What follows belongs to an exercise in optimizing a design on an open flow for small area, a short achievable clock period and few clock cycles per item; a production flow would make more cautious choices.
The clock port is modelled as an ideal driver, which makes a skipped or thinned clock tree look cheaper than it is; a real chip needs a root buffer or a tree.
Power and IR drop assume default switching activity.

## old
## dma_top
module dma_top
#(
   parameter int DATA_W = 32
)(
   input  logic              clk,
   input  logic              reset_n,
   input  logic              desc_push,
   input  logic [ADDR_W-1:0] desc_src,
   input  logic [ADDR_W-1:0] desc_dst,
   input  logic [LEN_W-1:0]  desc_len,
   output logic              desc_full,
   output logic              m_cyc,
   output logic              m_stb,
   output logic              m_we,
   output logic [ADDR_W-1:0] m_adr,
   output logic [DATA_W-1:0] m_dat_w,
   input  logic [DATA_W-1:0] m_dat_r,
   input  logic              m_ack,
   input  logic              m_err,
   output logic              busy,
   output logic              error,
   output logic [15:0]       descriptor_count,
   output logic [2:0]        rd_state
);
Size: ~340 cells after synthesis, ~100 flip-flops, about 4200 um2 of cells after synthesis.
==> module dma_top, before the edit <==
module dma_top
#(
   parameter int DATA_W = 32
)(
   input  logic              clk,
   input  logic              reset_n,
   input  logic              desc_push,
   input  logic [ADDR_W-1:0] desc_src,
   input  logic [ADDR_W-1:0] desc_dst,
   input  logic [LEN_W-1:0]  desc_len,
   output logic              desc_full,
   output logic              m_cyc,
   output logic              m_stb,
   output logic              m_we,
   output logic [ADDR_W-1:0] m_adr,
   output logic [DATA_W-1:0] m_dat_w,
   input  logic [DATA_W-1:0] m_dat_r,
   input  logic              m_ack,
   input  logic              m_err,
   output logic              busy,
   output logic              error,
   output logic [15:0]       descriptor_count,
   output logic [2:0]        rd_state
);
   logic              run;         
   logic              we;          
   logic              err;         
   logic              done;        
   logic              wack;        
   logic              last;        
   logic              act;         
   logic              busy_q;      
   logic              full_q;      
   logic [ADDR_W-1:0] adr;         
   logic [ADDR_W-1:0] nxt;         
   logic [LEN_W-1:0]  left;        
   logic [DATA_W-1:0] data;        
   logic [15:0]       count;
   logic idle, accept, ack, fin, fail;
   logic run_n, err_n;
   assign idle   = !run && !err;
   assign accept = idle && desc_push;
   assign ack    = run && m_ack;
   assign fin    = ack && we && last;
   assign fail   = run && !we && m_err;
   assign run_n  = accept || (run && !fin && !fail);
   assign err_n  = err || fail;
   always_ff @(posedge clk) begin
      if (!reset_n) begin
         run    <= 1'b0;
         err    <= 1'b0;
         done   <= 1'b0;
         act    <= 1'b0;
         busy_q <= 1'b0;
         full_q <= 1'b0;
      end else begin
         run    <= run_n;
         err    <= err_n;
         done   <= fin;
         act    <= (run_n || fin) && !err_n;
         busy_q <= run_n || fin || err_n;
         full_q <= run_n || err_n;
      end
   end
   always_ff @(posedge clk) begin
      if (!reset_n) count <= '0;
      else          count <= count + {15'd0, done};
   end
   always_ff @(posedge clk) begin
      if (!run) begin
         we   <= 1'b0;
         adr  <= desc_src;
         nxt  <= desc_dst;
      end else if (ack) begin
         we  <= !we;
         adr <= nxt;
         nxt <= adr + 1'b1;
      end
   end
   always_ff @(posedge clk) begin
      wack <= ack && we;
      last <= (left == LEN_W'(1));
      if (!run) left <= desc_len;
      else      left <= left - {11'd0, wack};
   end
   always_ff @(posedge clk) begin
      if (!we) data <= m_dat_r;
   end
   assign desc_full        = full_q;
   assign busy             = busy_q;
   assign error            = err;
   assign rd_state         = {err, 1'b0, act};
   assign m_cyc            = run;
   assign m_stb            = run;
   assign m_we             = we;
   assign m_adr            = adr;
   assign m_dat_w          = data;
   assign descriptor_count = count;
endmodule
clock: 6.0 ns
lec_check: 0
cap_margin: 20
core_margin: 2
core_utilization: 40
setup_slack_margin: 3.8
slew_margin: 20
standard.sh (not shown) runs the stock make flow with config.mk's settings and CLKGATE_MAP_FILE= SYNTH_SCRIPT=/design/flow/synth_recipe.tcl, a recipe that flattens the netlist after the stock synthesis.
==> flow/flow/run.sh <==
#!/bin/bash
# The standard layout with two changes:
#  - every port is buffered by a plain buf_1 instead of the buffer cell
#    buffer_ports picks by default;
#  - the clock tree is one level: the clock port drives four clkbuf_16, each
#    driving the flip-flops of one placement cluster (flow/cts.tcl, which
#    otherwise follows ORFS's cts.tcl).
# Each step's output goes to a log file of its own in this folder.
set -euo pipefail
here=$(pwd)
export BUFFER_PORTS_ARGS="-buffer_cell sky130_fd_sc_hd__buf_1"
bash standard.sh synth floorplan place > standard_place.log 2>&1
RUN_SCRIPT=$here/flow/cts.tcl RUN_LOG_NAME_STEM=4_1_cts bash standard.sh run > cts.log 2>&1
bash standard.sh > standard_finish.log 2>&1
Other scripts of this flow, unchanged in this note and not shown: flow/flow/cts.tcl
## Diff of input files: new against old
--- a/flow/design.v
+++ b/flow/design.v
@@ -50,67 +50,59 @@
    output logic [15:0]       descriptor_count,
    output logic [2:0]        rd_state
 );
    logic              run;         
    logic              we;          
    logic              err;         
-   logic              done;        
    logic              wack;        
-   logic              last;        
    logic              act;         
    logic              busy_q;      
    logic              full_q;      
    logic [ADDR_W-1:0] adr;         
    logic [ADDR_W-1:0] nxt;         
    logic [LEN_W-1:0]  left;        
    logic [DATA_W-1:0] data;        
    logic [15:0]       count;
-   logic idle, accept, ack, fin, fail;
-   logic run_n, err_n;
-   assign idle   = !run && !err;
-   assign accept = idle && desc_push;
-   assign ack    = run && m_ack;
-   assign fin    = ack && we && last;
-   assign fail   = run && !we && m_err;
-   assign run_n  = accept || (run && !fin && !fail);
-   assign err_n  = err || fail;
+   logic accept, last, fin, fail;
+   assign accept = !run && !err && desc_push;
+   assign last   = (left == LEN_W'(1));
+   assign fin    = m_ack && run && we && last;
+   assign fail   = m_err && run && !we;
    always_ff @(posedge clk) begin
       if (!reset_n) begin
          run    <= 1'b0;
          err    <= 1'b0;
-         done   <= 1'b0;
+         wack   <= 1'b0;
          act    <= 1'b0;
          busy_q <= 1'b0;
          full_q <= 1'b0;
       end else begin
-         run    <= run_n;
-         err    <= err_n;
-         done   <= fin;
-         act    <= (run_n || fin) && !err_n;
-         busy_q <= run_n || fin || err_n;
-         full_q <= run_n || err_n;
+         run    <= accept || (run && !fin && !fail);
+         err    <= err || fail;
+         wack   <= m_ack && run && we;
+         act    <= accept || (run && !fail);
+         busy_q <= accept || run || err;
+         full_q <= accept || err || (run && !fin);
       end
    end
    always_ff @(posedge clk) begin
       if (!reset_n) count <= '0;
-      else          count <= count + {15'd0, done};
+      else          count <= count + {15'd0, wack && last};
    end
    always_ff @(posedge clk) begin
       if (!run) begin
-         we   <= 1'b0;
-         adr  <= desc_src;
-         nxt  <= desc_dst;
-      end else if (ack) begin
+         we  <= 1'b0;
+         adr <= desc_src;
+         nxt <= desc_dst;
+      end else if (m_ack) begin
          we  <= !we;
          adr <= nxt;
          nxt <= adr + 1'b1;
       end
    end
    always_ff @(posedge clk) begin
-      wack <= ack && we;
-      last <= (left == LEN_W'(1));
       if (!run) left <= desc_len;
       else      left <= left - {11'd0, wack};
    end
    always_ff @(posedge clk) begin
       if (!we) data <= m_dat_r;
    end
Findings:
Compared with old, new shows final estimated routing congestion in global placement lower by 7.2%. new was carried through to the last stage, and its layout satisfied the timing, design-rule and antenna checks. Vias: new more than old. Compare old and new | number of inverters outside the clock class in the layout lower: old. Compared with old, new shows total power divided by cell area lower by about 4.6%. On new: clock share of power is 0.2 points lower than what old gave.
Function was not checked in any run of this note: the RTL went through the layout flow alone. In every run of this note, the design's own scripts or RTL, not TritonCTS, make the clock network.

re-timing with driven ports:
In the flow no input, the clock included, has a driving cell. The finished layouts below were timed again as built, in two steps. Step 1, drivers: a clkbuf_16 drives clk and a buf_2 each remaining input, both assumed. Step 2 moves the port delays by t, midway between the first and last clock arrival at a register: inputs arrive t later, outputs are due t later. That takes back most of the time a late clock gives input paths. a / b / c = no drivers / after step 1 / after step 2; a / b = the first two.
| run | t (ns) | slack for setup (ns) | worst setup path after step 2 |
|---|---|---|---|
| old | 0.240 | 3.921 / 3.838 / 3.845 | input to register |
| new | 0.235 | 3.893 / 3.813 / 3.781 | input to register |
After both steps every run listed still meets setup and hold. For new, which loses most, drivers alone change the setup slack by -0.080 ns; drivers and shift together by -0.112 ns.
